Background: an optimization exercise with open tools, aiming at small area and a short achievable clock period. Do not read the settings as production practice. RTL that was checked went through simulation tests only; none was proved equivalent to the original. Only the layout flow was run in runs 2, 3 and 5; the RTL was not checked for function there. The clock port is modelled as an ideal driver; clocking choices that lean on that would not hold on a real chip. Power figures rest on the tool's default switching activity, not on a simulated workload.

==> design/flow/design.v <==
module pkt_fifo_sync #(
  parameter int DATA_W    = 32,
  parameter int DEPTH     = 64,
  parameter int AF_THRESH = DEPTH - 4
) (
  input  logic                       clk,
  input  logic                       rst_n,
  input  logic                       s_tvalid,
  output logic                       s_tready,
  input  logic [DATA_W-1:0]          s_tdata,
  input  logic                       s_tlast,
  input  logic                       s_tuser,
  output logic                       m_tvalid,
  input  logic                       m_tready,
  output logic [DATA_W-1:0]          m_tdata,
  output logic                       m_tlast,
  output logic [$clog2(DEPTH+1)-1:0] level,
  output logic [$clog2(DEPTH+1)-1:0] pkt_count,
  output logic                       almost_full,
  output logic                       drop_pulse
);
  localparam int CNT_W = $clog2(DEPTH + 1);
  localparam int RD    = DEPTH - 1;             
  localparam int RP_W  = $clog2(RD);
  localparam int W     = DATA_W + 1;
  function automatic logic [RP_W-1:0] rinc(input logic [RP_W-1:0] p);
    rinc = (p == RP_W'(RD - 1)) ? '0 : p + RP_W'(1);
  endfunction
  logic               drop_m;           
  logic [CNT_W-1:0]   lvl, cm, pkt;
  logic [RP_W-1:0]    rwp, rcp, rrp;    
  logic               mv_r, sr_r, af_r, dp_r;
  logic [W-1:0]       ring [RD];
  logic [W-1:0]       head;
  logic               pop, wr, disc, commit, app, full_unc, drop_n;
  logic               lvl0, lvl1, cm1, notfull;
  logic [CNT_W-1:0]   lvl_p1, lvl_m1, cm_m1, pkt_p1, pkt_m1;
  logic [RP_W-1:0]    rwp_i, rcp_i, rrp_i;
  logic [CNT_W-1:0]   lvl_n, cm_n, pkt_n;
  logic [RP_W-1:0]    rwp_a, rwp_n, rcp_n;
  logic               mv_n, sr_n, af_n;
  logic [W-1:0]       din, rdata, head_n;
  logic [RD-1:0]      rsel, wsel, rsel_n;
  logic [RP_W-1:0]    rrp_n;
  logic               adv_rd;
  assign s_tready    = sr_r;
  assign m_tvalid    = mv_r;
  assign m_tdata     = head[DATA_W-1:0];
  assign m_tlast     = head[DATA_W];
  assign level       = lvl;
  assign pkt_count   = pkt;
  assign almost_full = af_r;
  assign drop_pulse  = dp_r;
  assign din      = {s_tlast, s_tdata};
  assign notfull  = ~lvl[CNT_W-1];
  assign lvl0     = (lvl == '0);
  assign lvl1     = (lvl == CNT_W'(1));
  assign cm1      = (cm == CNT_W'(1));
  assign full_unc = ~drop_m & lvl[CNT_W-1] & ~mv_r;
  assign lvl_p1   = lvl + CNT_W'(1);
  assign lvl_m1   = lvl - CNT_W'(1);
  assign cm_m1    = cm - CNT_W'(1);
  assign pkt_p1   = pkt + CNT_W'(1);
  assign pkt_m1   = pkt - CNT_W'(1);
  assign rwp_i    = rinc(rwp);
  assign rcp_i    = rinc(rcp);
  assign rrp_i    = rinc(rrp);
  assign pop      = mv_r & m_tready;
  assign wr       = ~drop_m & s_tvalid & sr_r;
  assign disc     = full_unc | (wr & s_tlast & s_tuser);
  assign commit   = wr & s_tlast & ~s_tuser;
  assign app      = wr & ~(s_tlast & s_tuser);
  assign drop_n   = drop_m ? ~(s_tvalid & s_tlast) : full_unc;
  always_comb begin
    if (disc)           lvl_n = pop ? cm_m1 : cm;
    else if (app)       lvl_n = pop ? lvl : lvl_p1;
    else                lvl_n = pop ? lvl_m1 : lvl;
    if (commit)         cm_n = pop ? lvl : lvl_p1;
    else                cm_n = pop ? cm_m1 : cm;
    if (commit)         pkt_n = (pop & head[DATA_W]) ? pkt : pkt_p1;
    else                pkt_n = (pop & head[DATA_W]) ? pkt_m1 : pkt;
    rwp_a = (app & ~lvl0 & ~(pop & lvl1)) ? rwp_i : rwp;
    rcp_n = commit ? rwp_a : ((pop & cm1 & ~lvl1) ? rcp_i : rcp);
    rwp_n = disc ? rcp_n : rwp_a;
    mv_n  = (cm_n != '0);
    sr_n  = drop_n | ~lvl_n[CNT_W-1];
    af_n  = (lvl_n >= CNT_W'(AF_THRESH));
  end
  assign adv_rd = pop & ~lvl1;
  assign rrp_n  = adv_rd ? rrp_i : rrp;
  always_comb begin
    for (int i = 0; i < RD; i++) begin
      rsel_n[i] = (rrp_n == RP_W'(i));
      wsel[i]   = (rwp == RP_W'(i)) & notfull;
    end
  end
  for (genvar b = 0; b < W; b++) begin : g_rd
    logic [RD/3-1:0] aoi;
    for (genvar g = 0; g < RD / 3; g++) begin : g_aoi
      pkt_fifo_aoi222 u_aoi (
        .a1(rsel[3*g]),   .a2(ring[3*g][b]),
        .b1(rsel[3*g+1]), .b2(ring[3*g+1][b]),
        .c1(rsel[3*g+2]), .c2(ring[3*g+2][b]),
        .y(aoi[g]));
    end
    assign rdata[b] = ~&aoi;
  end
  always_comb begin
    if (pop) head_n = lvl1 ? din : rdata;
    else     head_n = lvl0 ? din : head;
  end
  always_ff @(posedge clk or negedge rst_n) begin
    if (!rst_n) begin
      drop_m <= 1'b0;
      lvl    <= '0;
      cm     <= '0;
      pkt    <= '0;
      rwp    <= '0;
      rcp    <= '0;
      rrp    <= '0;
      mv_r   <= 1'b0;
      sr_r   <= 1'b1;
      af_r   <= 1'b0;
      dp_r   <= 1'b0;
    end else begin
      drop_m <= drop_n;
      lvl    <= lvl_n;
      cm     <= cm_n;
      pkt    <= pkt_n;
      rwp    <= rwp_n;
      rcp    <= rcp_n;
      rrp    <= rrp_n;
      mv_r   <= mv_n;
      sr_r   <= sr_n;
      af_r   <= af_n;
      dp_r   <= disc;
    end
  end
  always_ff @(posedge clk or negedge rst_n) begin
    if (!rst_n) head <= '0;
    else        head <= head_n;
  end
  always_ff @(posedge clk) begin
    rsel <= rsel_n;
    for (int i = 0; i < RD; i++)
      if (wsel[i]) ring[i] <= din;
  end
endmodule
module pkt_fifo_aoi222 (
  input  logic a1, a2, b1, b2, c1, c2,
  output logic y
);
  assign y = ~((a1 & a2) | (b1 & b2) | (c1 & c2));
endmodule
==> design/flow/flow/run.sh <==
#!/bin/bash
# Standard ORFS layout, with timing repair after CTS and after global routing
# run repeatedly (see repair.tcl).  Full tool output goes to flow_standard.log.
set -euo pipefail
W=$(pwd)
bash standard.sh PRE_CTS_TCL=$W/flow/repair.tcl PRE_GLOBAL_ROUTE_TCL=$W/flow/repair.tcl finish > $W/flow_standard.log 2>&1
==> design/flow/flow/repair.tcl <==
# Sourced before the CTS and global-route steps: the steps' timing repair
# (repair_timing_helper) is run several times instead of once, since one
# repair_timing call often stops well short of its setup margin.
proc repair_timing_helper { args } {
  set additional_args {}
  append_env_var additional_args SETUP_SLACK_MARGIN -setup_margin 1
  append_env_var additional_args HOLD_SLACK_MARGIN -hold_margin 1
  append_env_var additional_args SETUP_MOVE_SEQUENCE -sequence 1
  append_env_var additional_args TNS_END_PERCENT -repair_tns 1
  append_env_var additional_args SKIP_PIN_SWAP -skip_pin_swap 0
  append_env_var additional_args SKIP_GATE_CLONING -skip_gate_cloning 0
  append_env_var additional_args SKIP_BUFFER_REMOVAL -skip_buffer_removal 0
  append_env_var additional_args SKIP_LAST_GASP -skip_last_gasp 0
  append_env_var additional_args SKIP_VT_SWAP -skip_vt_swap 0
  append_env_var additional_args SKIP_CRIT_VT_SWAP -skip_crit_vt_swap 0
  append_env_var additional_args MATCH_CELL_FOOTPRINT -match_cell_footprint 0
  lappend additional_args {*}$args -verbose
  for {set i 0} {$i < 3} {incr i} {
    log_cmd repair_timing {*}$additional_args
  }
}
==> design/flow/standard.sh <==
#!/bin/bash
# synth_recipe.tcl (not shown) runs the flow's synth.tcl, then flattens the netlist and writes it again
# the make line also repeats each setting of config.mk as NAME=value (left out here)
make -C /OpenROAD-flow-scripts/flow DESIGN_CONFIG=/design/flow/config.mk WORK_HOME=/design/flow/orfs CLKGATE_MAP_FILE= SYNTH_SCRIPT=/design/flow/synth_recipe.tcl "${@:-finish}"
==> design/flow/config.mk <==
export PLATFORM = sky130hd
export DESIGN_NAME = pkt_fifo_sync
export DESIGN_NICKNAME = pkt_fifo_sync
export VERILOG_FILES = /design/flow/design.v
export SDC_FILE = /design/flow/constraint.sdc
export NUM_CORES = 4
export LEC_CHECK = 0
export CAP_MARGIN = 20
export CORE_MARGIN = 2
export CORE_UTILIZATION = 60
export CTS_CLUSTER_DIAMETER = 70
export CTS_CLUSTER_SIZE = 25
export SETUP_SLACK_MARGIN = 3.0
export SLEW_MARGIN = 20
==> design/flow/constraint.sdc <==
create_clock -name core_clock -period 5.5 [get_ports {clk}]
set_input_delay 1.1000 -clock core_clock [delete_from_list [all_inputs] [get_ports {clk}]]
set_output_delay 1.1000 -clock core_clock [all_outputs]
set_load 0.01 [all_outputs]
==> reports/summary.txt, run 1 <==
Crit start category -> flip-flop
Crit end category -> flip-flop
Die area -> 136000 um2
Max-slew headroom -> 20.0%
Pre-CTS setup slack -> 1.46 ns
Critical path type -> flip-flop to flip-flop
Yosys warns -> 3
First-pass GRT wire length -> 435 mm
Row Count -> 133
Syn-to-layout area delta -> 15.0%
Max stage delay on crit path -> 0.81 ns
DP HPWL -> 181 mm
Share of layout cells above drive strength 1 -> 21.1%
Synth unique cells -> 71
Initial core utilization -> 60.5%
Layout Utilization -> 69.6%
Gpl congestion -> 0.893
Buf+Inv Stages, Crit Path -> 1
Sw Pwr -> 11.3 mW
Post-Syn Area -> 79600 um2
Required @ worst endpoint -> 6.13 ns
P_leak -> 29.3 nW
Async S/R FF share, synth -> 3.47%
Number of synthesized flops with an enable pin -> 2079
Synthesis-stage register bit count -> 2219
Routed vias -> 53.0k
Count of nets after finishing -> 4605
Syn Nets -> 4243
Synth Area per Inst -> 19.0 um2
Sw frac -> 29.4%
Worst hold path type -> input port to asynchronous set/reset pin
Initial antenna violation count -> 22
Largest net degree at the start of global routing -> 68
Setup Total Neg Slack -> 0 ns
Drc violations -> 0
Grt total ovfl -> 0
Seq/Total Area, Yosys -> 82.4%
CTS tree -> built
Period utilization -> 50.6%
Final Skew -> 0.0267 ns
Max cap viols -> 0
Gate count after technology mapping -> 4186
IO Port Bufs -> 88
VDD IR max -> 0.000396 V
Logic pwr share -> 18.0%
Pwr Density -> 420 nW/um2
Most common cell after layout, fill and taps aside -> edfxtp_1
Post-route minimum period -> 2.78 ns
CP max stage cell -> a221oi_2
RSZ-0062 raised after global routing -> true
Crit-path max FO -> 18
Worst Tran Pin Value -> 1.20 ns
Num CTS Buffers -> 132
Drt first pass iters -> 7
Final antenna-violating net count -> 0
Chip width -> 368 um
Commonest register cell after synthesis -> edfxtp_1
Flop pwr share -> 52.5%
Critical-path cell list -> buf_4 > a221oi_2 > nand4_1 > nor4_2 > o21ai_0
Crit-path leading delay family -> compound AO/OA/AOI/OAI gates
Commonest non-fill, non-tap cells in the layout -> 2079 x edfxtp_1, 496 x a22o_1, 488 x a221oi_1
Clock power share -> 29.4%
FMAX -> 0.359 GHz
Via/cell ratio -> 8.24
Total core area -> 132000 um2
Aggregate global-route resource usage -> 49.3%
Worst path arrival time -> 3.42 ns
Pins over their slew limit -> 0
Worst-Skew Late Latency -> 0.81 ns
Final hold vios -> 0
Die height -> 368 um
Clock slew at reported path FFs -> 0.09 ns
DR WL/cell -> 52.1 um
Setup violators final -> 0
Setup ws final -> 2.72 ns
Clock tree sinks -> 2219
Internal power -> 27.1 mW
Vias in the first global route -> 47.1k
Routed WL -> 335 mm
I/O pin count -> 89
Drt initial violations -> 11.9k
Status -> finished clean
## layout make-up
type | instances | area [um2]
Antenna cell | 18 | 45.0
Clock buffer | 158 | 3680
Clock inverter | 79 | 926
Fill cell | 8319 | 40000
Inverter | 16 | 70.1
Multi-Input combinational cell | 1684 | 14100
Sequential cell | 2219 | 65800
Tap cell | 1755 | 2200
Timing Repair Buffer | 495 | 4820
## flip-flops by register name, summed over array words and instances (netlist names)
signal	cells
dp_r	1
drop_m	1
sr_r	1
cm	7
mv_r	1
rwp	6
rrp	6
rsel	63
ring	2079
rcp	6
head	33
pkt	7
lvl	7
af_r	1
## Yosys cell counts, drive strengths merged (4+ instances only)
master	n	share of area (%)
dfrtp	76	2.4
a21oi	19	0.12
o22ai	9	0.071
nor4	34	0.27
a22oi	35	0.34
xor2	13	0.14
a222oi	33	0.41
a21o	4	0.038
a22o	496	5.5
edfxtp	2079	78
inv	15	0.071
a221oi	495	5.4
mux2i	11	0.14
nand2b	7	0.055
ha	18	0.28
buf	21	0.12
nor3	8	0.071
nor3b	4	0.038
nor2	149	0.71
nor2b	4	0.031
and2	4	0.035
nand3	15	0.094
o21ai	56	0.35
xnor2	16	0.18
dfxtp	63	1.6
clkbuf	249	1.2
and3	6	0.047
nand2	54	0.25
nand4	140	1.1
## worst register-to-register path: cells and delay by family, from the launching register on
kind,cells,cell delay [ns]
compound gates,2,0.97
simple gates,2,0.59
flops,1,0.58
buf+inv,1,0.48
## power by group through the flow
stage               sequential [mW]  combinational, mW  clock (mW)
finish                         20.2               6.93        11.3
global route                   20.2               7.01        11.8
CTS                            20.1               6.24        11.2
detailed placement             20.5               5.59           0
global placement               20.5               5.56           0
floorplan                      20.1               2.94           0
## per-layer routing
metal | share of wire [%] | global-route usage (%) | routed length (um) | vias up
met5 | 0.065 | 0 | 217 | -
met4 | 7.7 | 27.4 | 25700 | 28
met3 | 18 | 19.0 | 60900 | 1406
met2 | 42 | 69.7 | 140000 | 5824
met1 | 32 | 66.2 | 107000 | 27100
li1 | - | - | - | 18600
## final timing paths
check	start	end	slack [ns]	depth (start not counted)
setup / recovery	rsel[4]	head[2]	2.72	5
hold / removal	rst_n	rrp[5]	0.41	1
setup reg to reg	rsel[4]	head[2]	2.72	5
hold reg to reg	pkt[6]	pkt[6]	0.50	1
max in group asynchronous	rst_n	head[32]	3.59	2
min in group core_clock	pkt[6]	pkt[6]	0.50	1
## through the flow
stage | power, mW | instances | area (um2) | hold slack, ns
finish | 38.5 | 6424 | 91600 | 0.410
global route | 39.0 | 6408 | 91500 | 0.447
CTS | 37.6 | 6379 | 90800 | 0.421
detailed placement | 26.1 | 5980 | 84200 | 0.486
global placement | 26.1 | 5968 | 83900 | 0.480
floorplan | 23.0 | 4186 | 79900 | 0.499
## logic make-up after synthesis
group,synth area share [%]
buffers and inverters,1.37
AOI/OAI and AO/OA,12.6
muxes,0.195
DFF,82.4
xor gates and xnor gates,0.319
adders and majority gates,0.308
and+or+nand+nor,2.83
## what timing repair did
item                        CTS  global route
setup endpoints to repair  1652           334
buffers inserted            160            25
hold buffers                  0             0
cloned                        2             1
pin swaps                    67            40
gates resized for setup     383           116
==> run 2, diff against run 1 <==
--- a/design/flow/design.v
+++ b/design/flow/design.v
@@ -32,2 +32,6 @@
   logic               mv_r, sr_r, af_r, dp_r;
+  logic [CNT_W-1:0]   lvl_ni, pkt_ni;       
+  logic               mv_ni, sr_ni, tl_ni;
+  logic [CNT_W-1:0]   lv, pk;               
+  logic               mv, sr, tl;           
   logic [W-1:0]       ring [RD];
@@ -54,12 +58,17 @@
   assign din      = {s_tlast, s_tdata};
-  assign notfull  = ~lvl[CNT_W-1];
-  assign lvl0     = (lvl == '0);
-  assign lvl1     = (lvl == CNT_W'(1));
+  assign lv       = ~lvl_ni;
+  assign pk       = ~pkt_ni;
+  assign mv       = ~mv_ni;
+  assign sr       = ~sr_ni;
+  assign tl       = ~tl_ni;
+  assign notfull  = ~lv[CNT_W-1];
+  assign lvl0     = (lv == '0);
+  assign lvl1     = (lv == CNT_W'(1));
   assign cm1      = (cm == CNT_W'(1));
-  assign full_unc = ~drop_m & lvl[CNT_W-1] & ~mv_r;
-  assign lvl_p1   = lvl + CNT_W'(1);
-  assign lvl_m1   = lvl - CNT_W'(1);
+  assign full_unc = ~drop_m & lv[CNT_W-1] & ~mv;
+  assign lvl_p1   = lv + CNT_W'(1);
+  assign lvl_m1   = lv - CNT_W'(1);
   assign cm_m1    = cm - CNT_W'(1);
-  assign pkt_p1   = pkt + CNT_W'(1);
-  assign pkt_m1   = pkt - CNT_W'(1);
+  assign pkt_p1   = pk + CNT_W'(1);
+  assign pkt_m1   = pk - CNT_W'(1);
   assign rwp_i    = rinc(rwp);
@@ -67,4 +76,4 @@
   assign rrp_i    = rinc(rrp);
-  assign pop      = mv_r & m_tready;
-  assign wr       = ~drop_m & s_tvalid & sr_r;
+  assign pop      = mv & m_tready;
+  assign wr       = ~drop_m & s_tvalid & sr;
   assign disc     = full_unc | (wr & s_tlast & s_tuser);
@@ -75,8 +84,8 @@
     if (disc)           lvl_n = pop ? cm_m1 : cm;
-    else if (app)       lvl_n = pop ? lvl : lvl_p1;
-    else                lvl_n = pop ? lvl_m1 : lvl;
-    if (commit)         cm_n = pop ? lvl : lvl_p1;
+    else if (app)       lvl_n = pop ? lv : lvl_p1;
+    else                lvl_n = pop ? lvl_m1 : lv;
+    if (commit)         cm_n = pop ? lv : lvl_p1;
     else                cm_n = pop ? cm_m1 : cm;
-    if (commit)         pkt_n = (pop & head[DATA_W]) ? pkt : pkt_p1;
-    else                pkt_n = (pop & head[DATA_W]) ? pkt_m1 : pkt;
+    if (commit)         pkt_n = (pop & tl) ? pk : pkt_p1;
+    else                pkt_n = (pop & tl) ? pkt_m1 : pk;
     rwp_a = (app & ~lvl0 & ~(pop & lvl1)) ? rwp_i : rwp;
@@ -122,2 +131,7 @@
       sr_r   <= 1'b1;
+      lvl_ni <= '1;
+      pkt_ni <= '1;
+      mv_ni  <= 1'b1;
+      sr_ni  <= 1'b0;
+      tl_ni  <= 1'b1;
       af_r   <= 1'b0;
@@ -134,2 +148,7 @@
       sr_r   <= sr_n;
+      lvl_ni <= ~lvl_n;
+      pkt_ni <= ~pkt_n;
+      mv_ni  <= ~mv_n;
+      sr_ni  <= ~sr_n;
+      tl_ni  <= ~head_n[DATA_W];
       af_r   <= af_n;
==> run 2 against run 1 <==
Effect of this change: non-clock buffer count decreased by 96; clock power down 7%; sequential share of layout area rose by 1.1 points; largest cell class unchanged; final cell count increased by 0.64%; still clean; via count decreased by 1.0%; flip-flop and latch count increased by 17; worst setup slack gained 0.17 ns; maximum frequency grew 6.7%; count of clock-buffer cells in the layout down 22.
==> reports/summary.txt, run 2 <==
First-pass GRT wire length -> 431 mm (was 435 mm)
Count of nets after finishing -> 4642 (was 4605)
Largest Register -> ring (unchanged)
Drt first pass iters -> 8 (was 7)
Worst Tran Pin Value -> 1.20 ns (about the same)
Post-route minimum period -> 2.61 ns (was 2.78 ns)
Number of synthesized flops with an enable pin -> 2079 (unchanged)
Largest family of logic cells by synthesized area -> compound AO/OA/AOI/OAI gates (unchanged)
Num CTS Buffers -> 120 (was 132)
Syn-to-layout area delta -> 13.3% (was 15.0%)
Pins over their slew limit -> 0 (unchanged)
Final Skew -> 0.0265 ns (was 0.0267 ns)
Reg2Reg Launch Point -> rsel[19] (was rsel[4])
Drt initial violations -> 12.2k (was 11.9k)
Synthesis-stage register bit count -> 2236 (was 2219)
Die area -> 137000 um2 (was 136000 um2)
Clock slew at reported path FFs -> 0.09 ns (about the same)
Cell depth of the worst setup path -> 1 (was 5)
Finished Cell Area -> 90900 um2 (was 91600 um2)
Crit-path max FO -> 2 (was 18)
Post-synth top area share -> 77.8% (was 78.4%)
Most common cell after layout, fill and taps aside -> edfxtp_1 (unchanged)
I/O pin count -> 89 (unchanged)
CP endpoint -> m_tdata[3] (was head[2])
Row Count -> 134 (was 133)
Critical-path cell list -> buf_6 (was buf_4 > a221oi_2 > nand4_1 > nor4_2 > o21ai_0)
Final hold slack -> 0.334 ns (was 0.410 ns)
Async S/R FF share, synth -> 4.20% (was 3.47%)
Worst R2R Path Depth -> 7 (was 5)
Yosys warns -> 3 (unchanged)
Commonest register cell after synthesis -> edfxtp_1 (unchanged)
Synth Area per Inst -> 18.7 um2 (was 19.0 um2)
Worst-Skew Late Latency -> 0.79 ns (was 0.81 ns)
Die height -> 370 um (was 368 um)
Worst hold path type -> input port to asynchronous set/reset pin (unchanged)
Largest regs -> ring: 2079 flops, rsel: 63 flops, head: 33 flops (unchanged)
Share of layout cells above drive strength 1 -> 18.2% (was 21.1%)
Gate count after technology mapping -> 4301 (was 4186)
Max-slew headroom -> 20.1% (was 20.0%)
IO Port Bufs -> 88 (unchanged)
CP max stage cell -> dfrtp_2 (was a221oi_2)
Most frequent cell after synthesis -> edfxtp_1 (unchanged)
Drc violations -> 0 (unchanged)
Synth Area in Adders -> 0.274% (was 0.308%)
RSZ-0062 raised after global routing -> true (unchanged)
Pwr Density -> 427 nW/um2 (was 420 nW/um2)
Setup crit start -> head[3] (was rsel[4])
Syn Nets -> 4355 (was 4243)
Chip width -> 370 um (was 368 um)
DP HPWL -> 174 mm (was 181 mm)
Area fraction in compound gates after synthesis -> 12.0% (was 12.6%)
Worst path arrival time -> 1.51 ns (was 3.42 ns)
CTS tree -> built (unchanged)
Required @ worst endpoint -> 4.40 ns (was 6.13 ns)
Period utilization -> 47.4% (was 50.6%)
Vias in the first global route -> 47.3k (was 47.1k)
P_leak -> 28.7 nW (was 29.3 nW)
Max stage delay on crit path -> 0.55 ns (was 0.81 ns)
Critical path type -> flip-flop to output pin (was flip-flop to flip-flop)
Synth Area in Simple Gates -> 3.54% (was 2.83%)
Max FFs per register -> 2079 (unchanged)
Via/cell ratio -> 8.11 (was 8.24)
Layout Utilization -> 68.3% (was 69.6%)
Aggregate global-route resource usage -> 48.3% (was 49.3%)
Mux share of post-synthesis cell area -> 0.215% (was 0.195%)
XOR/XNOR share of the synthesized area -> 0.382% (was 0.319%)
Flop-to-flop setup slack -> 2.95 ns (was 2.72 ns)
Grt total ovfl -> 0 (unchanged)
Final hold vios -> 0 (unchanged)
Final antenna-violating net count -> 0 (unchanged)
Crit-path leading delay family -> flip-flops (was compound AO/OA/AOI/OAI gates)
Post-Syn Area -> 80200 um2 (was 79600 um2)
Hold buffers post-CTS -> 0 (unchanged)
Status -> finished clean (unchanged)
Synth area leader -> edfxtp_1 (unchanged)
Gpl congestion -> 0.869 (was 0.893)
Crit end category -> output pin (was flip-flop)
DR WL/cell -> 51.0 um (was 52.1 um)
Commonest non-fill, non-tap cells in the layout -> 2079 x edfxtp_1, 388 x a22oi_1, 302 x a22o_1 (was 2079 x edfxtp_1, 496 x a22o_1, 488 x a221oi_1)
Crit start category -> flip-flop (unchanged)
R2r endpoint -> head[6] (was head[2])
VDD IR max -> 0.000364 V (was 0.000396 V)
Initial core utilization -> 60.3% (was 60.5%)
Total core area -> 133000 um2 (was 132000 um2)
Clock tree sinks -> 2236 (was 2219)
Area contributors post-synth -> edfxtp_1 78%, a22oi_1 3.6%, a221oi_1 3.3%, a22o_1 3.3%, dfrtp_1 2.4% (was edfxtp_1 78%, a22o_1 5.5%, a221oi_1 5.4%, dfrtp_1 2.4%, dfxtp_1 1.6%)
Synth unique cells -> 67 (was 71)
Setup Total Neg Slack -> 0 ns (unchanged)
FMAX -> 0.383 GHz (was 0.359 GHz)
Buf+Inv Stages, Crit Path -> 1 (unchanged)
Routed WL -> 330 mm (was 335 mm)
Largest net degree at the start of global routing -> 67 (was 68)
Setup violators final -> 0 (unchanged)
Seq/Total Area, Yosys -> 82.3% (was 82.4%)
Synth cell count leaders -> 2079 x edfxtp_1, 388 x a22oi_1, 302 x a221oi_1, 302 x a22o_1, 183 x clkbuf_1 (was 2079 x edfxtp_1, 496 x a22o_1, 495 x a221oi_1)
Post-DP Area -> 84900 um2 (was 84200 um2)
Routed vias -> 52.4k (was 53.0k)
Initial antenna violation count -> 27 (was 22)
Max cap viols -> 0 (unchanged)
## run 2: metal layers
layer	track usage [%]	share of wire (%)
met1	65.2	32
met2	69.5	43
met4	26.7	7.4
met5	0	0.012
met3	16.3	17
## run 2: cell families after synthesis
logic type,Yosys count
xor+xnor,35
simple gates,562
buf+inv,261
flops,2236
compound gates,1173
fa+ha+maj,18
mux,16
## run 2: worst min-delay path by stage
| stage | slack [ns] | depth (start not counted) | end |
|---|---|---|---|
| 3_3_place_gp | 0.46 | 1 | head[24] |
| 5_1_grt | 0.35 | 1 | head[20] |
| 6_report | 0.33 | 1 | head[20] |
| 4_1_cts | 0.33 | 1 | head[20] |
| 2_1_floorplan | 0.48 | 1 | pkt_ni[6] |
| 3_5_place_dp | 0.47 | 1 | head[24] |
## run 2: area by class of cell
cell class                      count  area [um2]
Antenna cell                       12        30.0
Tap cell                         1768        2210
Sequential cell                  2236       66300
Clock buffer                      136        3150
Clock inverter                     83         948
Fill cell                        8722       42200
Inverter                           27         101
Multi-Input combinational cell   1804       14100
Timing Repair Buffer              399        4090
## run 2: where the power goes
| group | internal (mW) | switching [mW] |
|---|---|---|
| Sequential | 19.7 | 1.22 |
| Combinational | 2.35 | 5.01 |
| Clock | 4.70 | 5.78 |
| Total | 26.8 | 12.0 |
## run 2: stage by stage
stage | total power, mW | setup slack (ns) | std cells
floorplan | 23.8 | 2.55 | 4301
global placement | 27.7 | 1.39 | 6118
detailed placement | 27.7 | 1.30 | 6118
CTS | 38.2 | 2.88 | 6438
global route | 39.4 | 2.90 | 6456
finish | 38.8 | 2.89 | 6465
## run 2: repair_timing
action / 4_1_cts / 5_1_grt
cloned: 1 / 2
pin swaps: 51 / 10
setup buffers: 100 / 13
gates resized for setup: 403 / 73
endpoints found under the setup margin: 2243 / 392
==> run 3, diff against run 2 <==
--- a/design/flow/design.v
+++ b/design/flow/design.v
@@ -33,3 +33,3 @@
   logic [CNT_W-1:0]   lvl_ni, pkt_ni;       
-  logic               mv_ni, sr_ni, tl_ni;
+  logic               mv_ni, sr_ni;
   logic [CNT_W-1:0]   lv, pk;               
@@ -37,3 +37,4 @@
   logic [W-1:0]       ring [RD];
-  logic [W-1:0]       head;
+  logic [W-1:0]       head;             
+  logic [W-1:0]       head_ni, hd;      
   logic               pop, wr, disc, commit, app, full_unc, drop_n;
@@ -53,2 +54,3 @@
   assign m_tlast     = head[DATA_W];
+  assign hd          = ~head_ni;
   assign level       = lvl;
@@ -62,3 +64,3 @@
   assign sr       = ~sr_ni;
-  assign tl       = ~tl_ni;
+  assign tl       = hd[DATA_W];
   assign notfull  = ~lv[CNT_W-1];
@@ -118,3 +120,3 @@
     if (pop) head_n = lvl1 ? din : rdata;
-    else     head_n = lvl0 ? din : head;
+    else     head_n = lvl0 ? din : hd;
   end
@@ -135,3 +137,2 @@
       sr_ni  <= 1'b0;
-      tl_ni  <= 1'b1;
       af_r   <= 1'b0;
@@ -152,3 +153,2 @@
       sr_ni  <= ~sr_n;
-      tl_ni  <= ~head_n[DATA_W];
       af_r   <= af_n;
@@ -157,5 +157,5 @@
   end
-  always_ff @(posedge clk or negedge rst_n) begin
-    if (!rst_n) head <= '0;
-    else        head <= head_n;
+  always_ff @(posedge clk) begin
+    head    <= head_n;
+    head_ni <= ~head_n;
   end
--- a/design/flow/config.mk
+++ b/design/flow/config.mk
@@ -10,4 +10,4 @@
 export CORE_UTILIZATION = 60
-export CTS_CLUSTER_DIAMETER = 70
-export CTS_CLUSTER_SIZE = 25
+export CTS_CLUSTER_DIAMETER = 80
+export CTS_CLUSTER_SIZE = 30
 export SETUP_SLACK_MARGIN = 3.0
==> run 3 against run 2 <==
Effect of this change: still clean on timing, DRC and antenna; final area about the same; final cell count is 0.56% higher; wire length increased by 1.5%; combinational power rose by 9.8%; flip-flop and latch count up 32; sequential share of layout area grew 0.53 points; hold slack better by 0.11 ns; largest cell class unchanged; highest routed layer unchanged.
==> reports/summary.txt, run 3 <==
Num CTS Buffers -> 96 (was 120)
Internal power -> 26.4 mW (was 26.8 mW)
Most frequent cell after synthesis -> edfxtp_1 (unchanged)
Gpl congestion -> 0.887 (was 0.869)
RSZ-0062 raised after global routing -> true (unchanged)
Drc violations -> 0 (unchanged)
Flop-to-flop setup slack -> 2.90 ns (was 2.95 ns)
Finished Cell Area -> 91000 um2 (was 90900 um2)
Final Skew -> 0.0236 ns (was 0.0265 ns)
Count of nets after finishing -> 4690 (was 4642)
Syn Nets -> 4384 (was 4355)
Commonest non-fill, non-tap cells in the layout -> 2079 x edfxtp_1, 332 x a22o_1, 332 x a22oi_1 (was 2079 x edfxtp_1, 388 x a22oi_1, 302 x a22o_1)
Multi-input gate area -> 14300 um2 (was 14100 um2)
CTS tree -> built (unchanged)
Crit-path max FO -> 26 (was 2)
Reg2Reg Launch Point -> rwp[2] (was rsel[19])
Async S/R FF share, synth -> 2.65% (was 4.20%)
Max cap viols -> 0 (unchanged)
Clock slew at reported path FFs -> 0.12 ns (was 0.09 ns)
Pins over their slew limit -> 0 (unchanged)
Gate count after technology mapping -> 4330 (was 4301)
Synth Area per Inst -> 18.7 um2 (about the same)
Largest net degree at the start of global routing -> 65 (was 67)
Critical path type -> flip-flop to flip-flop (was flip-flop to output pin)
Sw frac -> 31.2% (was 31.0%)
R2r endpoint -> ring[45][7] (was head[6])
Crit end category -> flip-flop (was output pin)
Period utilization -> 47.2% (was 47.4%)
I/O pin count -> 89 (unchanged)
Largest Register -> ring (unchanged)
Routed WL -> 335 mm (was 330 mm)
Drt initial violations -> 12.0k (was 12.2k)
Layout Utilization -> 68.1% (was 68.3%)
Final hold vios -> 0 (unchanged)
Row Count -> 134 (unchanged)
Post-synth top area share -> 77.3% (was 77.8%)
Seq/Total Area, Yosys -> 82.4% (was 82.3%)
Setup crit start -> rwp[2] (was head[3])
Clock power share -> 23.8% (was 27.0%)
Vias in the first global route -> 47.4k (was 47.3k)
Post-DP Area -> 85400 um2 (was 84900 um2)
Fillers -> 8671 (was 8722)
Setup Total Neg Slack -> 0 ns (unchanged)
Initial core utilization -> 60.5% (was 60.3%)
Crit start category -> flip-flop (unchanged)
Grt total ovfl -> 0 (unchanged)
Max-slew headroom -> 23.3% (was 20.1%)
Logic pwr share -> 21.1% (was 19.0%)
Initial antenna violation count -> 18 (was 27)
Worst R2R Path Depth -> 4 (was 7)
Required @ worst endpoint -> 5.89 ns (was 4.40 ns)
First-pass GRT wire length -> 434 mm (was 431 mm)
Flop pwr share -> 55.1% (was 54.0%)
Final antenna-violating net count -> 0 (unchanged)
Routed vias -> 52.9k (was 52.4k)
Worst Tran Pin Value -> 1.15 ns (was 1.20 ns)
DR WL/cell -> 51.5 um (was 51.0 um)
Pwr Density -> 422 nW/um2 (was 427 nW/um2)
Post-Syn Area -> 80800 um2 (was 80200 um2)
Synth unique cells -> 67 (unchanged)
Commonest register cell after synthesis -> edfxtp_1 (unchanged)
Largest regs -> ring: 2079 flops, rsel: 63 flops (was ring: 2079 flops, rsel: 63 flops, head: 33 flops)
CP endpoint -> ring[45][7] (was m_tdata[3])
DP HPWL -> 175 mm (was 174 mm)
Setup violators final -> 0 (unchanged)
Share of layout cells above drive strength 1 -> 17.8% (was 18.2%)
P_leak -> 28.9 nW (was 28.7 nW)
Most common cell after layout, fill and taps aside -> edfxtp_1 (unchanged)
Yosys warns -> 3 (unchanged)
Synthesis-stage register bit count -> 2268 (was 2236)
Chip width -> 371 um (was 370 um)
Aggregate global-route resource usage -> 48.6% (was 48.3%)
Max FFs per register -> 2079 (unchanged)
VDD IR max -> 0.000328 V (was 0.000364 V)
Area contributors post-synth -> edfxtp_1 77%, a22o_1 3.6%, a221oi_1 3.6%, dfxtp_1 3.2%, a22oi_1 3.1% (was edfxtp_1 78%, a22oi_1 3.6%, a221oi_1 3.3%, a22o_1 3.3%, dfrtp_1 2.4%)
Worst hold path type -> flip-flop to flip-flop (was input port to asynchronous set/reset pin)
Via/cell ratio -> 8.13 (was 8.11)
Post-route minimum period -> 2.60 ns (was 2.61 ns)
Syn-to-layout area delta -> 12.6% (was 13.3%)
IO Port Bufs -> 88 (unchanged)
Status -> finished clean (unchanged)
Total core area -> 134000 um2 (was 133000 um2)
Clock tree sinks -> 2268 (was 2236)
Worst path arrival time -> 2.99 ns (was 1.51 ns)
Number of synthesized flops with an enable pin -> 2079 (unchanged)
Synth cell count leaders -> 2079 x edfxtp_1, 332 x a22o_1, 332 x a22oi_1 (was 2079 x edfxtp_1, 388 x a22oi_1, 302 x a221oi_1, 302 x a22o_1, 183 x clkbuf_1)
Sw Pwr -> 12.0 mW (about the same)
Drt first pass iters -> 8 (unchanged)
Worst-Skew Late Latency -> 0.77 ns (was 0.79 ns)
Synth area leader -> edfxtp_1 (unchanged)
Die area -> 138000 um2 (was 137000 um2)
Sequential cell area -> 66800 um2 (was 66300 um2)
Die height -> 371 um (was 370 um)
FMAX -> 0.385 GHz (was 0.383 GHz)
-- run 3: cell count changes in the layout (fill, tap and decap cells not counted), moves of 30 or more --
cell      delta
dfxtp_1     +41
a211o_1     +33
buf_4       +40
a22o_1      +30
a311oi_1    -33
nor3_1      -36
a221oi_1    +34
nand4_1     -35
a211oi_1    +31
a22oi_1     -56
nand3_1     +39
-- run 3: per-stage QoR --
stage          std cells  hold WS (ns)  total power, mW  worst slack, ns
2_1_floorplan       4330         0.418             24.4             2.58
3_3_place_gp        6160         0.433             28.2             1.49
3_5_place_dp        6161         0.433             28.3             1.45
4_1_cts             6449         0.433             37.4             2.96
5_1_grt             6489         0.455             38.9             2.96
6_report            6501         0.441             38.4             2.90
-- run 3: power by group through the flow --
stage / combinational, mW / sequential (mW) / clock [mW]
finish: 8.08 / 21.2 / 9.14
floorplan: 3.45 / 21.0 / 0
CTS: 7.18 / 21.1 / 9.05
global placement: 6.68 / 21.5 / 0
detailed placement: 6.71 / 21.5 / 0
global route: 8.13 / 21.2 / 9.59
-- run 3: how the worst min path moves through the flow --
stage	start	to	slack [ns]	depth (start not counted)
final	head_ni[5]	head[5]	0.44	1
after global routing	head_ni[5]	head[5]	0.45	1
after CTS	head_ni[5]	head[5]	0.43	1
after detailed placement	head_ni[20]	head[20]	0.43	1
after global placement	head_ni[7]	head[7]	0.43	1
after floorplan	head_ni[0]	head[0]	0.42	1
-- run 3: kinds of logic (layout without fill, tap and decap cells) --
group / Yosys count / in the layout / synth area share [%]
buf+inv: 261 / 647 / 1.23
mux: 9 / 9 / 0.133
flops: 2268 / 2268 / 82.4
xor+xnor: 42 / 42 / 0.455
fa+ha+maj: 17 / 17 / 0.260
other cells: 0 / 16 / 0
simple gates: 562 / 563 / 3.61
compound gates: 1171 / 1171 / 12.0
-- run 3: per-layer routing --
| layer | vias up | global-route usage (%) | part of all wire [%] | wire length (um) |
|---|---|---|---|---|
| met3 | 1375 | 16.8 | 18 | 60300 |
| met1 | 26800 | 64.9 | 32 | 107000 |
| met2 | 5792 | 69.2 | 42 | 140000 |
| met5 | - | 0 | 0.048 | 161 |
| li1 | 18900 | - | - | - |
| met4 | 14 | 29.8 | 8.1 | 27000 |
-- run 3: cell type report --
cell class / instances / area share, %
antenna: 16 / 0.0440
clock buffer: 139 / 2.93
clock inverter: 40 / 0.505
inverter: 25 / 0.103
multi-input combinational: 1802 / 15.7
sequential: 2268 / 73.4
tap: 1768 / 2.43
timing repair buffer: 443 / 4.83
-- run 3: timing repair --
| item | CTS | global route |
|---|---|---|
| pin swaps | 46 | 11 |
| setup endpoints to repair | 2010 | 315 |
| buffers inserted | 105 | 33 |
| cloned | 4 | 3 |
| hold buffers | 0 | 0 |
| resized for setup | 410 | 102 |
-- run 3: critical path, stage by stage, from the launching register on --
cell and delay, ns:
dfrtp_1 0.49, and2_0 0.41, nand2_1 0.39, nor2_4 0.27, clkbuf_8 0.58
==> run 4, diff against run 3 <==
--- a/design/flow/design.v
+++ b/design/flow/design.v
@@ -48,2 +48,3 @@
   logic [RD-1:0]      rsel, wsel, rsel_n;
+  logic [7:0]         whi, wlo, whi_n, wlo_n;    
   logic [RP_W-1:0]    rrp_n;
@@ -104,3 +105,7 @@
       rsel_n[i] = (rrp_n == RP_W'(i));
-      wsel[i]   = (rwp == RP_W'(i)) & notfull;
+      wsel[i]   = whi[i / 8] & wlo[i % 8];
+    end
+    for (int j = 0; j < 8; j++) begin
+      whi_n[j] = (rwp_n[5:3] == 3'(j));
+      wlo_n[j] = (rwp_n[2:0] == 3'(j)) & ~lvl_n[CNT_W-1];
     end
@@ -158,2 +163,4 @@
   always_ff @(posedge clk) begin
+    whi     <= whi_n;
+    wlo     <= wlo_n;
     head    <= head_n;
==> run 4 against run 3 <==
Effect of this change: still clean; via count barely moved; clock skew rose by 0.0078 ns; wire length rose by 1.0%; non-clock buffer count fell by 107; die area rose by 0.77%; power fell by 3.7%; sequential share of layout area rose by 1.0 points; worst setup slack improved by 0.075 ns; clock power rose by 3.6%; hold slack improved by 0.039 ns; final area fell by 0.87%; sequential power barely moved.
==> reports/summary.txt, run 4 <==
Routed vias -> 52.9k (about the same)
Setup crit start -> rsel[41] (was rwp[2])
Vias in the first global route -> 46.4k (was 47.4k)
Grt total ovfl -> 0 (unchanged)
Aggregate global-route resource usage -> 48.6% (about the same)
Final antenna-violating net count -> 0 (unchanged)
Worst-Skew Late Latency -> 0.78 ns (was 0.77 ns)
Wire length on met1 -> 109 mm (was 107 mm)
Seq/Total Area, Yosys -> 82.1% (was 82.4%)
Crit-path max FO -> 17 (was 26)
Clock tree sinks -> 2284 (was 2268)
Row Count -> 135 (was 134)
Chip width -> 372 um (was 371 um)
Status -> finished clean (unchanged)
Flop pwr share -> 57.4% (was 55.1%)
Largest Register -> ring (unchanged)
Synth cell count leaders -> 2079 x edfxtp_1, 464 x a22oi_1, 264 x a221oi_1, 264 x a22o_1, 176 x clkbuf_1 (was 2079 x edfxtp_1, 332 x a22o_1, 332 x a22oi_1)
Area contributors post-synth -> edfxtp_1 77%, a22oi_1 4.3%, dfxtp_1 3.6%, a221oi_1 2.8%, a22o_1 2.8% (was edfxtp_1 77%, a22o_1 3.6%, a221oi_1 3.6%, dfxtp_1 3.2%, a22oi_1 3.1%)
Post-route minimum period -> 2.52 ns (was 2.60 ns)
I/O pin count -> 89 (unchanged)
Internal power -> 26.0 mW (was 26.4 mW)
Initial antenna violation count -> 25 (was 18)
Met2 wire len -> 144 mm (was 140 mm)
Largest net degree at the start of global routing -> 67 (was 65)
Reg2Reg Launch Point -> rsel[41] (was rwp[2])
Top Layer Used -> met5 (unchanged)
Syn-to-layout area delta -> 10.8% (was 12.6%)
Die height -> 372 um (was 371 um)
IO Port Bufs -> 88 (unchanged)
Post-Syn Area -> 81400 um2 (was 80800 um2)
Routed WL -> 338 mm (was 335 mm)
Flop-to-flop setup slack -> 2.98 ns (was 2.90 ns)
Sw Pwr -> 11.0 mW (was 12.0 mW)
P_leak -> 28.4 nW (was 28.9 nW)
Commonest register cell after synthesis -> edfxtp_1 (unchanged)
Setup Total Neg Slack -> 0 ns (unchanged)
Sw frac -> 29.7% (was 31.2%)
Drc violations -> 0 (unchanged)
Worst R2R Path Depth -> 7 (was 4)
Max FFs per register -> 2079 (unchanged)
Drt initial violations -> 11.6k (was 12.0k)
Most common cell after layout, fill and taps aside -> edfxtp_1 (unchanged)
Initial core utilization -> 60.3% (was 60.5%)
Num CTS Buffers -> 100 (was 96)
VDD IR max -> 0.000434 V (was 0.000328 V)
Count of nets after finishing -> 4659 (was 4690)
Required @ worst endpoint -> 6.16 ns (was 5.89 ns)
Final hold slack -> 0.480 ns (was 0.441 ns)
Yosys warns -> 3 (unchanged)
Clock slew at reported path FFs -> 0.11 ns (was 0.12 ns)
Pins over their slew limit -> 0 (unchanged)
Total core area -> 135000 um2 (was 134000 um2)
CP endpoint -> head_ni[12] (was ring[45][7])
R2r endpoint -> head_ni[12] (was ring[45][7])
Async S/R FF share, synth -> 2.63% (was 2.65%)
Share of layout cells above drive strength 1 -> 16.9% (was 17.8%)
CTS tree -> built (unchanged)
Final hold vios -> 0 (unchanged)
Pwr Density -> 410 nW/um2 (was 422 nW/um2)
Via/cell ratio -> 8.15 (was 8.13)
Worst hold path type -> input port to asynchronous set/reset pin (was flip-flop to flip-flop)
Die area -> 139000 um2 (was 138000 um2)
Drt first pass iters -> 9 (was 8)
Post-synth top area share -> 76.7% (was 77.3%)
Worst path arrival time -> 3.18 ns (was 2.99 ns)
Syn Nets -> 4438 (was 4384)
Most frequent cell after synthesis -> edfxtp_1 (unchanged)
Fillers -> 9083 (was 8671)
DR WL/cell -> 52.1 um (was 51.5 um)
Period utilization -> 45.9% (was 47.2%)
Layout Utilization -> 66.7% (was 68.1%)
Commonest non-fill, non-tap cells in the layout -> 2079 x edfxtp_1, 464 x a22oi_1, 264 x a22o_1 (was 2079 x edfxtp_1, 332 x a22o_1, 332 x a22oi_1)
Max cap viols -> 0 (unchanged)
Logic pwr share -> 16.9% (was 21.1%)
Synthesis-stage register bit count -> 2284 (was 2268)
Number of synthesized flops with an enable pin -> 2079 (unchanged)
Gate count after technology mapping -> 4386 (was 4330)
FMAX -> 0.397 GHz (was 0.385 GHz)
Worst Tran Pin Value -> 1.34 ns (was 1.15 ns)
Finished Layout Cells -> 6486 (was 6501)
Final Skew -> 0.0314 ns (was 0.0236 ns)
Gpl congestion -> 0.861 (was 0.887)
Crit end category -> flip-flop (unchanged)
Critical path type -> flip-flop to flip-flop (unchanged)
Max-slew headroom -> 10.9% (was 23.3%)
Met3 routed wirelength -> 58.7 mm (was 60.3 mm)
Largest regs -> ring: 2079 flops, rsel: 63 flops (unchanged)
RSZ-0062 raised after global routing -> true (unchanged)
Crit start category -> flip-flop (unchanged)
Hold buffers post-CTS -> 0 (unchanged)
Setup violators final -> 0 (unchanged)
Synth Area per Inst -> 18.6 um2 (was 18.7 um2)
Placed Cells -> 6203 (was 6161)
Clock power share -> 25.6% (was 23.8%)
Synth area leader -> edfxtp_1 (unchanged)
First-pass GRT wire length -> 435 mm (was 434 mm)
DP HPWL -> 172 mm (was 175 mm)
Synth unique cells -> 79 (was 67)
run 4: kinds of logic (layout without fill, tap and decap cells):
kind of cell	Yosys count	in the layout	synth area share [%]
buffers and inverters	240	539	1.15
XOR/XNOR	34	34	0.366
adder cells (fa/ha/maj)	15	15	0.227
AO/OA/AOI/OAI	1143	1144	11.3
flip-flops	2284	2284	82.1
other	0	18	0
AND/OR/NAND/NOR	650	651	4.53
multiplexers	20	20	0.295
run 4: timing repair:
item	4_1_cts	5_1_grt
pin swaps	13	17
buffers inserted	36	43
cloned	2	1
setup endpoints to repair	219	141
hold endpoints to repair	0	0
resized for setup	333	93
run 4: power by group through the flow:
stage	Sequential, mW	Combinational (mW)	Clock, mW
floorplan	20.8	2.99	0
global placement	21.5	5.51	0
detailed placement	21.5	5.56	0
CTS	21.2	5.65	9.39
global route	21.2	6.42	9.94
finish	21.2	6.26	9.47
run 4: how the worst min path moves through the flow:
stage                from   endpoint  slack (ns)  depth (start not counted)
3_3_place_gp    pkt_ni[5]  pkt_ni[5]        0.50                          1
6_report            rst_n     lvl[1]        0.48                          2
2_1_floorplan  head_ni[0]    head[0]        0.49                          3
5_1_grt         pkt_ni[5]  pkt_ni[5]        0.54                          1
3_5_place_dp    pkt_ni[5]  pkt_ni[5]        0.51                          1
4_1_cts             rst_n     lvl[1]        0.50                          2
run 4: per-stage QoR:
| step | total power [mW] | cell area [um2] | worst slack [ns] |
|---|---|---|---|
| floorplan | 23.8 | 81600 | 2.76 |
| global placement | 27.0 | 85400 | 1.65 |
| detailed placement | 27.1 | 85400 | 1.59 |
| CTS | 36.2 | 89400 | 2.95 |
| global route | 37.6 | 90200 | 2.95 |
| finish | 36.9 | 90200 | 2.98 |
run 4: metal layers:
| layer | vias up | global-route usage [%] |
|---|---|---|
| met1 | 27000 | 65.5 |
| met4 | 22 | 28.9 |
| li1 | 18900 | - |
| met5 | - | 0.280 |
| met3 | 1297 | 15.8 |
| met2 | 5695 | 69.4 |
run 4: worst max-delay path: stages, from the launching register on:
cell	delay [ns]
dfxtp_4	0.80
buf_4	0.47
buf_4	0.33
a22o_1	0.17
a221oi_1	0.06
nand4_1	0.22
nor4_2	0.07
or2_2	0.29
run 4: cell type report:
class | instances | area (um2) | share of cell area [%]
antenna | 18 | 45.0 | 0.0499
clock buffer | 134 | 2700 | 3.00
clock inverter | 48 | 601 | 0.666
inverter | 21 | 82.6 | 0.0916
multi-input combinational | 1864 | 14400 | 16.0
sequential | 2284 | 67100 | 74.4
tap | 1781 | 2230 | 2.47
timing repair buffer | 336 | 2990 | 3.32
==> run 5, diff against run 4 <==
--- a/design/flow/design.v
+++ b/design/flow/design.v
@@ -46,5 +46,5 @@
   logic               mv_n, sr_n, af_n;
-  logic [W-1:0]       din, rdata, head_n;
-  logic [RD-1:0]      rsel, wsel, rsel_n;
-  logic [7:0]         whi, wlo, whi_n, wlo_n;    
+  logic [W-1:0]       din, head_n;
+  logic [RD-1:0]      rsel, wsel, rsel_n, rsel_g;
+  logic               h_hold, h_byp;
   logic [RP_W-1:0]    rrp_n;
@@ -105,23 +105,11 @@
       rsel_n[i] = (rrp_n == RP_W'(i));
-      wsel[i]   = whi[i / 8] & wlo[i % 8];
-    end
-    for (int j = 0; j < 8; j++) begin
-      whi_n[j] = (rwp_n[5:3] == 3'(j));
-      wlo_n[j] = (rwp_n[2:0] == 3'(j)) & ~lvl_n[CNT_W-1];
+      wsel[i]   = (rwp == RP_W'(i)) & notfull;
     end
   end
-  for (genvar b = 0; b < W; b++) begin : g_rd
-    logic [RD/3-1:0] aoi;
-    for (genvar g = 0; g < RD / 3; g++) begin : g_aoi
-      pkt_fifo_aoi222 u_aoi (
-        .a1(rsel[3*g]),   .a2(ring[3*g][b]),
-        .b1(rsel[3*g+1]), .b2(ring[3*g+1][b]),
-        .c1(rsel[3*g+2]), .c2(ring[3*g+2][b]),
-        .y(aoi[g]));
-    end
-    assign rdata[b] = ~&aoi;
-  end
+  assign rsel_g = rsel & {RD{adv_rd}};
+  assign h_hold = ~pop & ~lvl0;
+  assign h_byp  = pop ? lvl1 : lvl0;
   always_comb begin
-    if (pop) head_n = lvl1 ? din : rdata;
-    else     head_n = lvl0 ? din : hd;
+    head_n = ({W{h_hold}} & hd) | ({W{h_byp}} & din);
+    for (int i = 0; i < RD; i++) head_n = head_n | ({W{rsel_g[i]}} & ring[i]);
   end
@@ -163,4 +151,2 @@
   always_ff @(posedge clk) begin
-    whi     <= whi_n;
-    wlo     <= wlo_n;
     head    <= head_n;
@@ -174,7 +160 @@
 endmodule
-module pkt_fifo_aoi222 (
-  input  logic a1, a2, b1, b2, c1, c2,
-  output logic y
-);
-  assign y = ~((a1 & a2) | (b1 & b2) | (c1 & c2));
-endmodule
==> run 5 against run 4 <==
Effect of this change: still clean; final cell count shrank 0.66%; via count grew 0.84%; register-to-register slack lost 0.04 ns; flip-flop and latch count shrank 16; combinational power grew 49%; clock skew grew 0.0093 ns; critical path type unchanged.
==> reports/summary.txt, run 5 <==
Status -> finished clean (unchanged)
Clock tree sinks -> 2268 (was 2284)
Final antenna-violating net count -> 0 (unchanged)
Pins over their slew limit -> 0 (unchanged)
Row Count -> 134 (was 135)
Largest Register -> ring (unchanged)
Final hold slack -> 0.469 ns (was 0.480 ns)
I/O pin count -> 89 (unchanged)
Area fraction in compound gates after synthesis -> 12.2% (was 11.3%)
CTS tree -> built (unchanged)
Crit end category -> flip-flop (unchanged)
Worst R2R Path Depth -> 4 (was 7)
Initial antenna violation count -> 29 (was 25)
Synth Area in Adders -> 0.248% (was 0.227%)
Async S/R FF share, synth -> 2.65% (was 2.63%)
Seq/Total Area, Yosys -> 82.4% (was 82.1%)
VDD IR max -> 0.000362 V (was 0.000434 V)
Drc violations -> 0 (unchanged)
Synth unique cells -> 63 (was 79)
Reg2Reg Launch Point -> rwp[3] (was rsel[41])
Gate count after technology mapping -> 4269 (was 4386)
Largest family of logic cells by synthesized area -> compound AO/OA/AOI/OAI gates (unchanged)
Post-synth top area share -> 77.3% (was 76.7%)
R2r endpoint -> ring[27][15] (was head_ni[12])
Crit start category -> flip-flop (unchanged)
Drt initial violations -> 12.3k (was 11.6k)
Die area -> 138000 um2 (was 139000 um2)
Clock slew at reported path FFs -> 0.11 ns (about the same)
Commonest register cell after synthesis -> edfxtp_1 (unchanged)
Flop-to-flop setup slack -> 2.94 ns (was 2.98 ns)
Via/cell ratio -> 8.27 (was 8.15)
Max-slew headroom -> 21.9% (was 10.9%)
Drt first pass iters -> 9 (unchanged)
Mux share of post-synthesis cell area -> 0.166% (was 0.295%)
Post-route minimum period -> 2.56 ns (was 2.52 ns)
Synthesis-stage register bit count -> 2268 (was 2284)
Num CTS Buffers -> 96 (was 100)
Most frequent cell after synthesis -> edfxtp_1 (unchanged)
XOR/XNOR share of the synthesized area -> 0.423% (was 0.366%)
Chip width -> 371 um (was 372 um)
Final Skew -> 0.0407 ns (was 0.0314 ns)
Crit-path max FO -> 29 (was 17)
Synth area leader -> edfxtp_1 (unchanged)
Syn-to-layout area delta -> 15.9% (was 10.8%)
Routed WL -> 349 mm (was 338 mm)
Die height -> 371 um (was 372 um)
DP HPWL -> 169 mm (was 172 mm)
Max FFs per register -> 2079 (unchanged)
Yosys warns -> 2 (was 3)
Period utilization -> 46.6% (was 45.9%)
Final hold vios -> 0 (unchanged)
Required @ worst endpoint -> 5.93 ns (was 6.16 ns)
Synth Area per Inst -> 18.9 um2 (was 18.6 um2)
P_leak -> 30.0 nW (was 28.4 nW)
Pwr Density -> 417 nW/um2 (was 410 nW/um2)
Count of nets after finishing -> 4645 (was 4659)
Synth cell count leaders -> 2079 x edfxtp_1, 528 x a221oi_1, 495 x a22o_1 (was 2079 x edfxtp_1, 464 x a22oi_1, 264 x a221oi_1, 264 x a22o_1, 176 x clkbuf_1)
Total core area -> 133000 um2 (was 135000 um2)
Worst Tran Pin Value -> 1.17 ns (was 1.34 ns)
Gpl congestion -> 0.883 (was 0.861)
Initial core utilization -> 60.5% (was 60.3%)
Post-Syn Area -> 80800 um2 (was 81400 um2)
Max cap viols -> 0 (unchanged)
Worst-Skew Late Latency -> 0.81 ns (was 0.78 ns)
Aggregate global-route resource usage -> 50.3% (was 48.6%)
First-pass GRT wire length -> 445 mm (was 435 mm)
Worst hold path type -> input port to asynchronous set/reset pin (unchanged)
Synth Area in Simple Gates -> 3.07% (was 4.53%)
DR WL/cell -> 54.1 um (was 52.1 um)
FMAX -> 0.390 GHz (was 0.397 GHz)
Share of layout cells above drive strength 1 -> 22.8% (was 16.9%)
Syn Nets -> 4323 (was 4438)
Setup violators final -> 0 (unchanged)
Number of synthesized flops with an enable pin -> 2079 (unchanged)
Largest regs -> ring: 2079 flops, rsel: 63 flops (unchanged)
Critical path type -> flip-flop to flip-flop (unchanged)
RSZ-0062 raised after global routing -> true (unchanged)
Setup crit start -> rwp[3] (was rsel[41])
Largest net degree at the start of global routing -> 68 (was 67)
Routed vias -> 53.3k (was 52.9k)
Area contributors post-synth -> edfxtp_1 77%, a221oi_1 5.7%, a22o_1 5.4%, dfxtp_1 3.2%, dfrtp_1 1.4% (was edfxtp_1 77%, a22oi_1 4.3%, dfxtp_1 3.6%, a221oi_1 2.8%, a22o_1 2.8%)
IO Port Bufs -> 88 (unchanged)
Commonest non-fill, non-tap cells in the layout -> 2079 x edfxtp_1, 495 x a22o_1, 335 x a221oi_1 (was 2079 x edfxtp_1, 464 x a22oi_1, 264 x a22o_1)
Most common cell after layout, fill and taps aside -> edfxtp_1 (unchanged)
Vias in the first global route -> 47.1k (was 46.4k)
Grt total ovfl -> 0 (unchanged)
Setup Total Neg Slack -> 0 ns (unchanged)
Worst path arrival time -> 2.99 ns (was 3.18 ns)
run 5: cell types whose count changed in the layout (fill, tap and decap cells not counted), sizes merged, moves of 56 or more:
| cell | delta |
|---|---|
| nor2 | +60 |
| and2 | -56 |
| a221oi | +264 |
| a22oi | -461 |
| buf | +150 |
| a22o | +231 |
run 5: cells by family (layout without fill, tap and decap cells):
kind of cell | count (synthesis) | after routing
buf+inv | 325 | 715
mux | 12 | 12
other cells | 0 | 16
compound gates | 1137 | 1137
xor+xnor | 39 | 39
simple gates | 472 | 472
flops | 2268 | 2268
fa+ha+maj | 16 | 16
run 5: layout make-up:
class,count,area [um2]
Sequential cell,2268,66800
Fill cell,8402,39900
Multi-Input combinational cell,1676,15200
Timing Repair Buffer,491,6010
Clock buffer,123,2580
Tap cell,1768,2210
Clock inverter,43,517
Inverter,58,218
Antenna cell,16,40.0
run 5: worst max path at each step:
stage / depth (start not counted) / slack (ns) / endpoint
after floorplan: 3 / 2.53 / ring[12][0]
after global placement: 6 / 1.69 / head_ni[8]
after detailed placement: 6 / 1.62 / head_ni[8]
after CTS: 1 / 2.95 / s_tready
after global routing: 1 / 2.94 / s_tready
final: 4 / 2.94 / ring[27][15]
run 5: what timing repair did:
item,4_1_cts,5_1_grt
setup endpoints to repair,1920,414
hold buffers,0,0
cloned,18,5
resized for setup,650,207
pin swaps,78,91
setup buffers,157,48
run 5: metrics by stage:
stage	cell area, um2	power [mW]	setup slack (ns)	utilization (%)	instances
3_3_place_gp	84800	28.0	1.69	63.5	6027
4_1_cts	92100	37.9	2.95	69.0	6373
6_report	93600	39.1	2.94	70.1	6443
5_1_grt	93600	39.6	2.94	70.1	6428
3_5_place_dp	84900	28.1	1.62	63.6	6032
2_1_floorplan	81200	24.3	2.53	-	4269
run 5: per-layer routing:
| metal | up-vias | wire length [um] | part of all wire, % | track usage (%) |
|---|---|---|---|---|
| met4 | 32 | 30400 | 8.7 | 33.5 |
| met1 | 26900 | 109000 | 31 | 65.6 |
| met3 | 1488 | 65500 | 19 | 21.0 |
| met5 | - | 231 | 0.066 | 0.490 |
| li1 | 18700 | - | - | - |
| met2 | 6162 | 143000 | 41 | 69.3 |
run 5: power breakdown:
part / leakage (nW) / switching (mW) / internal [mW] / total, mW
Sequential: 20.5 / 0.731 / 19.9 / 20.6
Clock: 1.50 / 5.55 / 3.57 / 9.12
Combinational: 8.00 / 5.94 / 3.38 / 9.32
Total: 30.0 / 12.2 / 26.9 / 39.1
run 5: critical path: stages, from the launching register on:
cell and delay [ns]:
dfrtp_1 0.60, nor2b_1 0.35, nand2_1 0.32, nor2_4 0.40
buf_12 0.34
==> run 6, diff against run 5 <==
--- a/design/flow/design.v
+++ b/design/flow/design.v
@@ -46,5 +46,5 @@
   logic               mv_n, sr_n, af_n;
-  logic [W-1:0]       din, head_n;
-  logic [RD-1:0]      rsel, wsel, rsel_n, rsel_g;
-  logic               h_hold, h_byp;
+  logic [W-1:0]       din, rdata, head_n;
+  logic [RD-1:0]      rsel, wsel, rsel_n;
+  logic [7:0]         whi, wlo, whi_n, wlo_n;    
   logic [RP_W-1:0]    rrp_n;
@@ -105,11 +105,23 @@
       rsel_n[i] = (rrp_n == RP_W'(i));
-      wsel[i]   = (rwp == RP_W'(i)) & notfull;
+      wsel[i]   = whi[i / 8] & wlo[i % 8];
+    end
+    for (int j = 0; j < 8; j++) begin
+      whi_n[j] = (rwp_n[5:3] == 3'(j));
+      wlo_n[j] = (rwp_n[2:0] == 3'(j)) & ~lvl_n[CNT_W-1];
     end
   end
-  assign rsel_g = rsel & {RD{adv_rd}};
-  assign h_hold = ~pop & ~lvl0;
-  assign h_byp  = pop ? lvl1 : lvl0;
+  for (genvar b = 0; b < W; b++) begin : g_rd
+    logic [RD/3-1:0] aoi;
+    for (genvar g = 0; g < RD / 3; g++) begin : g_aoi
+      pkt_fifo_aoi222 u_aoi (
+        .a1(rsel[3*g]),   .a2(ring[3*g][b]),
+        .b1(rsel[3*g+1]), .b2(ring[3*g+1][b]),
+        .c1(rsel[3*g+2]), .c2(ring[3*g+2][b]),
+        .y(aoi[g]));
+    end
+    assign rdata[b] = ~&aoi;
+  end
   always_comb begin
-    head_n = ({W{h_hold}} & hd) | ({W{h_byp}} & din);
-    for (int i = 0; i < RD; i++) head_n = head_n | ({W{rsel_g[i]}} & ring[i]);
+    if (pop) head_n = lvl1 ? din : rdata;
+    else     head_n = lvl0 ? din : hd;
   end
@@ -151,2 +163,4 @@
   always_ff @(posedge clk) begin
+    whi     <= whi_n;
+    wlo     <= wlo_n;
     head    <= head_n;
@@ -160 +174,7 @@
 endmodule
+module pkt_fifo_aoi222 (
+  input  logic a1, a2, b1, b2, c1, c2,
+  output logic y
+);
+  assign y = ~((a1 & a2) | (b1 & b2) | (c1 & c2));
+endmodule
==> design/flow/run.sh (new file) <==
#!/bin/bash
# synth_recipe.tcl (not shown) runs the flow's synth.tcl, then flattens the netlist and writes it again
# the make line also repeats each setting of config.mk as NAME=value (left out here)
make -C /OpenROAD-flow-scripts/flow DESIGN_CONFIG=/design/flow/config.mk WORK_HOME=/design/flow/orfs CLKGATE_MAP_FILE= SYNTH_SCRIPT=/design/flow/synth_recipe.tcl finish
--- a/design/flow/config.mk
+++ b/design/flow/config.mk
@@ -7,3 +7,3 @@
 export LEC_CHECK = 0
-export CAP_MARGIN = 20
+export CAP_MARGIN = 5
 export CORE_MARGIN = 2
@@ -13,2 +13,2 @@
 export SETUP_SLACK_MARGIN = 3.0
-export SLEW_MARGIN = 20
+export SLEW_MARGIN = 5
removed: design/flow/flow/run.sh
removed: design/flow/flow/repair.tcl
removed: design/flow/standard.sh
==> run 6 against run 5 <==
Effect of this change: final area shrank 3.7%; global-route usage shrank 1.7 points; still clean; die area grew 0.81%; synthesized area grew 0.82%; highest routed layer unchanged; synthesized cell count grew 2.7%.
==> reports/summary.txt, run 6 <==
Critical path type -> flip-flop to output pin (was flip-flop to flip-flop)
IO Port Bufs -> 88 (unchanged)
Clock tree sinks -> 2284 (was 2268)
Internal power -> 26.0 mW (was 26.9 mW)
RSZ-0062 raised after global routing -> true (unchanged)
Required @ worst endpoint -> 4.40 ns (was 5.93 ns)
Syn-to-layout area delta -> 10.7% (was 15.9%)
First-pass GRT wire length -> 435 mm (was 445 mm)
Crit-path max FO -> 1 (was 29)
Final hold slack -> 0.487 ns (was 0.469 ns)
Synth unique cells -> 79 (was 63)
DR WL/cell -> 52.1 um (was 54.1 um)
Post-synth top area share -> 76.7% (was 77.3%)
Commonest non-fill, non-tap cells in the layout -> 2079 x edfxtp_1, 464 x a22oi_1, 264 x a22o_1 (was 2079 x edfxtp_1, 495 x a22o_1, 335 x a221oi_1)
Layout Utilization -> 66.7% (was 70.1%)
Vias in the first global route -> 46.4k (was 47.1k)
Max cap viols -> 0 (unchanged)
Pre-CTS setup slack -> 1.59 ns (was 1.62 ns)
Flop pwr share -> 57.5% (was 52.8%)
Setup ws final -> 2.98 ns (was 2.94 ns)
Post-Syn Area -> 81400 um2 (was 80800 um2)
Sequential cell area -> 67100 um2 (was 66800 um2)
Crit-path leading delay family -> flip-flops (was simple AND/OR/NAND/NOR gates)
Aggregate global-route resource usage -> 48.6% (was 50.3%)
Commonest register cell after synthesis -> edfxtp_1 (unchanged)
Post-DP Area -> 85400 um2 (was 84900 um2)
Final hold vios -> 0 (unchanged)
Synth cell count leaders -> 2079 x edfxtp_1, 464 x a22oi_1, 264 x a221oi_1, 264 x a22o_1, 176 x clkbuf_1 (was 2079 x edfxtp_1, 528 x a221oi_1, 495 x a22o_1)
CTS tree -> built (unchanged)
Finished Cell Area -> 90200 um2 (was 93600 um2)
Row Count -> 135 (was 134)
Largest regs -> ring: 2079 flops, rsel: 63 flops (unchanged)
Critical-path cell list -> buf_6 (was nor2b_1 > nand2_1 > nor2_4 > buf_12)
Logic pwr share -> 16.9% (was 23.9%)
Finished Layout Cells -> 6483 (was 6443)
Drt first pass iters -> 8 (was 9)
Worst Tran Pin Value -> 1.34 ns (was 1.17 ns)
Sw frac -> 29.6% (was 31.3%)
Yosys warns -> 3 (was 2)
Seq/Total Area, Yosys -> 82.1% (was 82.4%)
Pwr Density -> 409 nW/um2 (was 417 nW/um2)
VDD IR max -> 0.000434 V (was 0.000362 V)
Clock slew at reported path FFs -> 0.10 ns (was 0.11 ns)
Routed vias -> 52.8k (was 53.3k)
Die area -> 139000 um2 (was 138000 um2)
Gate count after technology mapping -> 4386 (was 4269)
Largest Register -> ring (unchanged)
DP HPWL -> 172 mm (was 169 mm)
Initial core utilization -> 60.3% (was 60.5%)
Max stage delay on crit path -> 0.55 ns (was 0.60 ns)
Placed Cells -> 6203 (was 6032)
Period utilization -> 45.7% (was 46.6%)
Synth Area per Inst -> 18.6 um2 (was 18.9 um2)
Syn Nets -> 4438 (was 4323)
Crit start category -> flip-flop (unchanged)
Post-route minimum period -> 2.52 ns (was 2.56 ns)
Share of layout cells above drive strength 1 -> 16.9% (was 22.8%)
Max FFs per register -> 2079 (unchanged)
Clock power share -> 25.6% (was 23.3%)
Crit end category -> output pin (was flip-flop)
Buf+Inv Stages, Crit Path -> 1 (unchanged)
Worst hold path type -> input port to asynchronous set/reset pin (unchanged)
Max-slew headroom -> 10.4% (was 21.9%)
Worst-Skew Late Latency -> 0.78 ns (was 0.81 ns)
Synth area leader -> edfxtp_1 (unchanged)
Num CTS Buffers -> 100 (was 96)
Status -> finished clean (unchanged)
Total core area -> 135000 um2 (was 133000 um2)
Final antenna-violating net count -> 0 (unchanged)
I/O pin count -> 89 (unchanged)
Final Skew -> 0.0325 ns (was 0.0407 ns)
run 6: changes by cell type in the layout (fill, tap and decap cells not counted), moves of 30 or more:
cell,delta
nand3_1,+39
nor2_4,-61
a22oi_1,+461
or2_2,+35
a221oi_2,-165
a22o_1,-231
and2_4,+61
buf_12,-59
a221oi_1,-77
buf_16,-38
nand4_1,+30
inv_1,-43
run 6: power by group through the flow:
stage / sequential [mW] / clock (mW) / combinational [mW]
3_3_place_gp: 21.5 / 0 / 5.51
5_1_grt: 21.2 / 9.94 / 6.42
4_1_cts: 21.2 / 9.39 / 5.65
6_report: 21.2 / 9.46 / 6.24
3_5_place_dp: 21.5 / 0 / 5.56
2_1_floorplan: 20.8 / 0 / 2.99
run 6: final cells by class:
class | instances | share of cell area, %
Inverter | 21 | 0.0916
Timing Repair Buffer | 335 | 3.29
Multi-Input combinational cell | 1864 | 16.0
Antenna cell | 16 | 0.0444
Sequential cell | 2284 | 74.4
Clock inverter | 48 | 0.666
Tap cell | 1781 | 2.47
Clock buffer | 134 | 3.00
run 6: path summary, 6_finish.rpt:
| path | from | to | slack [ns] | cells past startpoint |
|---|---|---|---|---|
| min | rst_n | lvl[2] | 0.49 | 2 |
| min in group core_clock | head_ni[6] | head[6] | 0.51 | 3 |
| max in group asynchronous | rst_n | cm[0] | 4.45 | 2 |
| max reg2reg | rsel[41] | head_ni[12] | 2.99 | 7 |
| max | sr_r | s_tready | 2.98 | 1 |
| min reg2reg | head_ni[6] | head[6] | 0.51 | 3 |
run 6: per-layer routing:
metal / part of all wire, % / routed length [um]
met3: 18 / 59900
met4: 7.7 / 26100
met5: 0.049 / 166
met1: 32 / 108000
met2: 43 / 144000
run 6: kinds of logic after synthesis:
logic type / share of synthesized area [%]
buffers and inverters: 1.15
and+or+nand+nor: 4.53
DFF: 82.1
AOI/OAI and AO/OA: 11.3
muxes: 0.295
adders and majority gates: 0.227
xor gates and xnor gates: 0.366
run 6: timing repair:
item,4_1_cts,5_1_grt
setup endpoints to repair,219,141
pin swaps,13,14
hold buffers,0,0
gates cloned,2,1
hold endpoints to repair,0,0
buffers inserted,36,43
resized for setup,333,91
run 6: worst register-to-register path, cell delays in order (launching register included):
cell and delay, ns:
dfxtp_4 0.80, buf_4 0.47, buf_4 0.32, a22o_1 0.18
a221oi_1 0.06, nand4_1 0.23, nor4_2 0.08, or2_2 0.29

Re-timed with assumed drivers on the ports (clkbuf_16 on the clock, buf_2 on other inputs), run 6 has 2.902 ns of setup slack against 2.985 ns with ideal ports, and 2.297 ns once port delays also move by the mid clock arrival of 0.847 ns.
